From an optimization exercise on the open Yosys and OpenROAD flow, aimed at small area and few clock cycles; shortcuts taken in it are not production practice.
At most, simulation tests tie the RTL to the original design; equivalence was not proved.
Power is estimated from default activity; no workload was simulated.

alpha:
==> flow/design.v <==
package bqvc_pkg;
   localparam logic [7:0] CH_TAB     = 8'h09;
   localparam logic [7:0] CH_LF      = 8'h0A;
   localparam logic [7:0] CH_VT      = 8'h0B;
   localparam logic [7:0] CH_FF      = 8'h0C;
   localparam logic [7:0] CH_CR      = 8'h0D;
   localparam logic [7:0] CH_SPACE   = 8'h20;
   localparam logic [7:0] CH_DQUOTE  = 8'h22;
   localparam logic [7:0] CH_SQUOTE  = 8'h27;
   localparam logic [7:0] CH_LPAREN  = 8'h28;
   localparam logic [7:0] CH_RPAREN  = 8'h29;
   localparam logic [7:0] CH_STAR    = 8'h2A;
   localparam logic [7:0] CH_SLASH   = 8'h2F;
   localparam logic [7:0] CH_SEMI    = 8'h3B;
   localparam logic [7:0] CH_LBRACK  = 8'h5B;
   localparam logic [7:0] CH_BSLASH  = 8'h5C;
   localparam logic [7:0] CH_RBRACK  = 8'h5D;
   localparam logic [7:0] CH_LBRACE  = 8'h7B;
   localparam logic [7:0] CH_RBRACE  = 8'h7D;
   localparam logic [6:0] LA_NONE  = 7'd1;
   localparam logic [6:0] LA_SLASH = 7'd2;
   localparam logic [6:0] LA_LINE  = 7'd4;
   localparam logic [6:0] LA_BLOCK = 7'd8;
   localparam logic [6:0] LA_STAR  = 7'd16;
   localparam logic [6:0] LA_QUOTE = 7'd32;
   localparam logic [6:0] LA_ESC   = 7'd64;
   localparam int LB_NONE  = 0;
   localparam int LB_SLASH = 1;
   localparam int LB_LINE  = 2;
   localparam int LB_BLOCK = 3;
   localparam int LB_STAR  = 4;
   localparam int LB_QUOTE = 5;
   localparam int LB_ESC   = 6;
   localparam logic [1:0] QM_NONE   = 2'd0;
   localparam logic [1:0] QM_DOUBLE = 2'd1;
   localparam logic [1:0] QM_SINGLE = 2'd2;
endpackage
module bracket_quote_value_checker_core (
   input  logic        clock,
   input  logic        reset,
   input  logic        req_valid,
   output logic        req_ready,
   input  logic [7:0]  req_text_byte,
   input  logic        req_end_of_text,
   output logic        rsp_valid,
   input  logic        rsp_ready,
   output logic        rsp_has_byte,
   output logic [7:0]  rsp_value_byte,
   output logic        rsp_terminated,
   output logic [3:0]  rsp_error_code,
   output logic [15:0] rsp_error_pos,
   output logic [15:0] rsp_error_len,
   output logic        rsp_last_result,
   input  logic        csr_valid,
   output logic        csr_ready,
   input  logic        csr_at_mode
);
   logic        bv_ff;
   logic [7:0]  bb_ff;
   logic        be_ff;
   logic        at_mode_ff;
   logic [15:0] off_ff, off_in;
   logic [15:0] qstart_ff;
   logic [4:0]  top_ff, top_in;
   logic [1:0]  quote_ff, quote_in;
   logic [6:0]  la_ff, la_in;
   logic        qopen;
   logic [17:0] stk_ff [16];
   logic [17:0] top_ent;
   logic [1:0]  top_kind;
   logic [15:0] top_pos;
   logic        push;
   logic [7:0]  b;
   logic        is_blank, is_open, is_close, kind_match;
   logic [1:0]  b_kind;
   logic        depth_zero, depth_full;
   logic [15:0] off_inc;
   logic        res, last;
   logic        o_has, o_term;
   logic [7:0]  o_byte;
   logic [3:0]  o_code;
   logic        sel_off, sel_q, sel_t, sel_d;
   logic [15:0] sub_x, diff;
   logic        take, consume, step;
   assign b          = bb_ff;
   assign depth_zero = top_ff[4];
   assign depth_full = (top_ff == 5'd15);
   assign off_inc    = off_ff + 16'd1;
   assign is_blank   = (b == bqvc_pkg::CH_SPACE) || (b == bqvc_pkg::CH_TAB) || (b == bqvc_pkg::CH_LF) ||
                       (b == bqvc_pkg::CH_VT) || (b == bqvc_pkg::CH_FF) || (b == bqvc_pkg::CH_CR);
   assign is_open    = (b == bqvc_pkg::CH_LPAREN) || (b == bqvc_pkg::CH_LBRACK) || (b == bqvc_pkg::CH_LBRACE);
   assign is_close   = (b == bqvc_pkg::CH_RPAREN) || (b == bqvc_pkg::CH_RBRACK) || (b == bqvc_pkg::CH_RBRACE);
   assign b_kind     = (b == bqvc_pkg::CH_LPAREN || b == bqvc_pkg::CH_RPAREN) ? 2'd0 :
                       (b == bqvc_pkg::CH_LBRACK || b == bqvc_pkg::CH_RBRACK) ? 2'd1 : 2'd2;
   always_comb begin
      top_ent = 18'd0;
      for (int i = 0; i < 16; i++) begin
         top_ent = top_ent | (stk_ff[i] & {18{top_ff[3:0] == 4'(i)}});
      end
   end
   assign top_kind   = top_ent[17:16];
   assign top_pos    = top_ent[15:0];
   assign kind_match = (top_kind == b_kind);
   always_comb begin
      off_in   = off_ff;
      top_in   = top_ff;
      quote_in = quote_ff;
      la_in    = la_ff;
      qopen    = 1'b0;
      push     = 1'b0;
      res      = 1'b0;
      last     = 1'b1;
      o_has    = 1'b0;
      o_byte   = 8'd0;
      o_term   = 1'b0;
      o_code   = 4'd0;
      sel_off  = 1'b0;
      sel_q    = 1'b0;
      sel_t    = 1'b0;
      sel_d    = 1'b0;
      if (be_ff) begin
         if (la_ff[bqvc_pkg::LB_SLASH]) begin
            res    = 1'b1;
            o_has  = 1'b1;
            o_byte = bqvc_pkg::CH_SLASH;
            last   = depth_zero;
            la_in  = bqvc_pkg::LA_NONE;
         end else if (la_ff[bqvc_pkg::LB_BLOCK] || la_ff[bqvc_pkg::LB_STAR]) begin
            res    = 1'b1;
            o_code = 4'd8;
            sel_d  = 1'b1;
            last   = depth_zero;
            la_in  = bqvc_pkg::LA_NONE;
         end else if (quote_ff != bqvc_pkg::QM_NONE && !la_ff[bqvc_pkg::LB_QUOTE]) begin
            res    = 1'b1;
            o_code = 4'd7;
            sel_q  = 1'b1;
         end else if (!depth_zero) begin
            res    = 1'b1;
            o_code = 4'd4 + {2'd0, top_kind};
            sel_t  = 1'b1;
         end
         if (last) begin
            off_in   = 16'd0;
            top_in   = 5'h1f;
            quote_in = bqvc_pkg::QM_NONE;
            la_in    = bqvc_pkg::LA_NONE;
         end
      end else if (la_ff[bqvc_pkg::LB_SLASH] && (b == bqvc_pkg::CH_SLASH || b == bqvc_pkg::CH_STAR)) begin
         la_in  = (b == bqvc_pkg::CH_SLASH) ? bqvc_pkg::LA_LINE : bqvc_pkg::LA_BLOCK;
         off_in = off_inc;
      end else if (la_ff[bqvc_pkg::LB_SLASH]) begin
         res    = 1'b1;
         o_has  = 1'b1;
         o_byte = bqvc_pkg::CH_SLASH;
         last   = 1'b0;
         la_in  = bqvc_pkg::LA_NONE;
      end else if ((la_ff[bqvc_pkg::LB_LINE] && b != bqvc_pkg::CH_LF && b != bqvc_pkg::CH_CR) ||
                   la_ff[bqvc_pkg::LB_BLOCK] || la_ff[bqvc_pkg::LB_STAR]) begin
         off_in = off_inc;
         if (!la_ff[bqvc_pkg::LB_LINE]) begin
            if (b == bqvc_pkg::CH_STAR)
               la_in = bqvc_pkg::LA_STAR;
            else if (la_ff[bqvc_pkg::LB_STAR] && b == bqvc_pkg::CH_SLASH)
               la_in = bqvc_pkg::LA_NONE;
            else
               la_in = bqvc_pkg::LA_BLOCK;
         end
      end else if (la_ff[bqvc_pkg::LB_ESC] || (la_ff[bqvc_pkg::LB_QUOTE] && b == bqvc_pkg::CH_DQUOTE)) begin
         res    = 1'b1;
         o_has  = 1'b1;
         o_byte = b;
         off_in = off_inc;
         la_in  = bqvc_pkg::LA_NONE;
      end else begin
         la_in = bqvc_pkg::LA_NONE;
         if (quote_ff == bqvc_pkg::QM_NONE || la_ff[bqvc_pkg::LB_QUOTE]) begin
            quote_in = bqvc_pkg::QM_NONE;
            if (depth_zero && (is_blank || (b == bqvc_pkg::CH_RBRACK && !at_mode_ff))) begin
               res    = 1'b1;
               o_term = 1'b1;
               off_in = 16'd0;
            end else if (b == bqvc_pkg::CH_SLASH) begin
               la_in  = bqvc_pkg::LA_SLASH;
               off_in = off_inc;
            end else begin
               res    = 1'b1;
               o_has  = 1'b1;
               o_byte = b;
               off_in = off_inc;
               if (b == bqvc_pkg::CH_DQUOTE || b == bqvc_pkg::CH_SQUOTE) begin
                  quote_in = (b == bqvc_pkg::CH_DQUOTE) ? bqvc_pkg::QM_DOUBLE : bqvc_pkg::QM_SINGLE;
                  qopen    = 1'b1;
               end else if (is_open) begin
                  if (depth_full) begin
                     o_code  = 4'd9;
                     sel_off = 1'b1;
                  end else begin
                     push   = 1'b1;
                     top_in = top_ff + 5'd1;
                  end
               end else if (is_close) begin
                  if (depth_zero) begin
                     o_code  = 4'd1 + {2'd0, b_kind};
                     sel_off = 1'b1;
                  end else if (kind_match) begin
                     top_in = top_ff - 5'd1;
                  end else begin
                     o_code  = 4'd4 + {2'd0, top_kind};
                     sel_off = 1'b1;
                  end
               end else if (b == bqvc_pkg::CH_SEMI && !depth_zero) begin
                  o_code  = 4'd4 + {2'd0, top_kind};
                  sel_off = 1'b1;
                  top_in  = 5'h1f;
               end
            end
         end else begin
            res    = 1'b1;
            o_has  = 1'b1;
            o_byte = b;
            off_in = off_inc;
            if (quote_ff == bqvc_pkg::QM_SINGLE) begin
               if (b == bqvc_pkg::CH_BSLASH)
                  la_in = bqvc_pkg::LA_ESC;
               else if (b == bqvc_pkg::CH_SQUOTE)
                  quote_in = bqvc_pkg::QM_NONE;
            end else if (b == bqvc_pkg::CH_DQUOTE) begin
               la_in = bqvc_pkg::LA_QUOTE;
            end
         end
      end
   end
   assign sub_x = sel_q ? qstart_ff : sel_t ? top_pos : 16'd2;
   assign diff  = off_ff - sub_x;
   assign rsp_valid       = bv_ff && res;
   assign rsp_has_byte    = o_has;
   assign rsp_value_byte  = o_byte;
   assign rsp_terminated  = o_term;
   assign rsp_error_code  = o_code;
   assign rsp_error_pos   = ({16{sel_off}} & off_ff) | ({16{sel_q}} & qstart_ff) |
                            ({16{sel_t}} & top_pos) | ({16{sel_d}} & diff);
   assign rsp_error_len   = (sel_q || sel_t) ? diff : {15'd0, sel_off || sel_d};
   assign rsp_last_result = last;
   assign take      = res && rsp_ready;
   assign step      = bv_ff && (!res || rsp_ready);
   assign consume   = step && last;
   assign req_ready = !bv_ff || consume;
   assign csr_ready = req_ready;
   always_ff @(posedge clock) begin
      if (reset) begin
         bv_ff      <= 1'b0;
         at_mode_ff <= 1'b0;
         off_ff     <= 16'd0;
         top_ff     <= 5'h1f;
         quote_ff   <= bqvc_pkg::QM_NONE;
         la_ff      <= bqvc_pkg::LA_NONE;
      end else begin
         if (req_ready) begin
            bv_ff <= req_valid;
         end
         if (csr_valid && csr_ready) begin
            at_mode_ff <= csr_at_mode;
         end
         if (step) begin
            off_ff   <= off_in;
            top_ff   <= top_in;
            quote_ff <= quote_in;
            la_ff    <= la_in;
         end
      end
   end
   always_ff @(posedge clock) begin
      if (req_ready) begin
         bb_ff <= req_text_byte;
         be_ff <= req_end_of_text;
      end
      if (step && qopen) begin
         qstart_ff <= off_ff;
      end
   end
   always_ff @(posedge clock) begin
      if (step && push) begin
         stk_ff[top_ff[3:0] + 4'd1] <= {b_kind, off_ff};
      end
   end
endmodule
export LEC_CHECK = 0
export CAP_MARGIN = 20
export CORE_MARGIN = 2
export CORE_UTILIZATION = 55
export CTS_CLUSTER_DIAMETER = 100
export CTS_CLUSTER_SIZE = 30
export PLACE_DENSITY = 0.75
export SLEW_MARGIN = 20
create_clock -name core_clock -period 6.0 [get_ports {clock}]
standard.sh (not shown) runs the stock make flow with config.mk's settings and CLKGATE_MAP_FILE= SYNTH_SCRIPT=/design/flow/synth_recipe.tcl, a recipe that flattens the netlist after the stock synthesis.
==> flow/flow/run.sh <==
#!/bin/bash
# The standard layout, with two changes: the port buffers are the smallest plain buffer
# (buffer_ports otherwise picks a delay cell), and clock tree synthesis adds no dummy loads.
# The make output goes to standard.log; each ORFS step keeps its own log under orfs/logs/.
set -euo pipefail
bash standard.sh \
  BUFFER_PORTS_ARGS="-buffer_cell sky130_fd_sc_hd__buf_1" \
  CTS_ARGS="-sink_clustering_enable -repair_clock_nets -sink_clustering_size 30 -sink_clustering_max_diameter 100 -dont_use_dummy_load" \
  finish > standard.log 2>&1
Testbench counts of alpha, summed over its fixed seeds: cycles 43,956.
Here is what was changed in the inputs of beta compared with alpha.
diff --git a/flow/design.v b/flow/design.v
--- a/flow/design.v
+++ b/flow/design.v
@@ -82,13 +82,13 @@
    logic        sel_off, sel_q, sel_t, sel_d;
    logic [15:0] sub_x, diff;
    logic        take, consume, step;
    assign b          = bb_ff;
    assign depth_zero = top_ff[4];
    assign depth_full = (top_ff == 5'd15);
-   assign off_inc    = off_ff + 16'd1;
+   assign off_inc    = diff;
    assign is_blank   = (b == bqvc_pkg::CH_SPACE) || (b == bqvc_pkg::CH_TAB) || (b == bqvc_pkg::CH_LF) ||
                        (b == bqvc_pkg::CH_VT) || (b == bqvc_pkg::CH_FF) || (b == bqvc_pkg::CH_CR);
    assign is_open    = (b == bqvc_pkg::CH_LPAREN) || (b == bqvc_pkg::CH_LBRACK) || (b == bqvc_pkg::CH_LBRACE);
    assign is_close   = (b == bqvc_pkg::CH_RPAREN) || (b == bqvc_pkg::CH_RBRACK) || (b == bqvc_pkg::CH_RBRACE);
    assign b_kind     = (b == bqvc_pkg::CH_LPAREN || b == bqvc_pkg::CH_RPAREN) ? 2'd0 :
                        (b == bqvc_pkg::CH_LBRACK || b == bqvc_pkg::CH_RBRACK) ? 2'd1 : 2'd2;
@@ -228,13 +228,13 @@
             end else if (b == bqvc_pkg::CH_DQUOTE) begin
                la_in = bqvc_pkg::LA_QUOTE;
             end
          end
       end
    end
-   assign sub_x = sel_q ? qstart_ff : sel_t ? top_pos : 16'd2;
+   assign sub_x = !be_ff ? 16'hffff : sel_q ? qstart_ff : sel_t ? top_pos : 16'd2;
    assign diff  = off_ff - sub_x;
    assign rsp_valid       = bv_ff && res;
    assign rsp_has_byte    = o_has;
    assign rsp_value_byte  = o_byte;
    assign rsp_terminated  = o_term;
    assign rsp_error_code  = o_code;
Notes after the runs:
- Complete run, failing final checks: beta, reason negative setup slack.
- Lower post-route clock period utilization goes to alpha over beta.
- Higher post-route core utilization goes to beta over alpha.
- Of alpha and beta, the run reporting the higher global-route usage was alpha.
- Re via count: alpha was lower than beta.
- Lower portion of total power attributed to combinational logic goes to alpha over beta.
- Against alpha, leakage dissipation in beta came out worse.
- Final cell count is lower on beta
The RTL of beta was laid out without a check of its function.

==> static timing again, ports no longer ideal <==
The results above use ideal ports. As a check the final layouts listed here were re-extracted and re-timed, cells and wires unchanged. Step 1, drivers: a clkbuf_16 drives clock and a buf_2 each remaining input, both assumed. Step 2 times the ports against the registers' clock, not the clock port: input delays grow and output delays shrink by t, the midpoint of the rising clock arrivals with the driver on. Three values: ideal, step 1, step 2; two values: the first two.
run | shift t [ns] | slack for setup (ns) | worst setup path after step 2 | slew at the worst register clock pin (ns)
alpha | 0.539 | 0.229 / 0.182 / 0.721 | register to output | 0.11 / 0.11
beta | 0.549 | -0.003 / -0.054 / 0.495 | register to output | 0.11 / 0.11
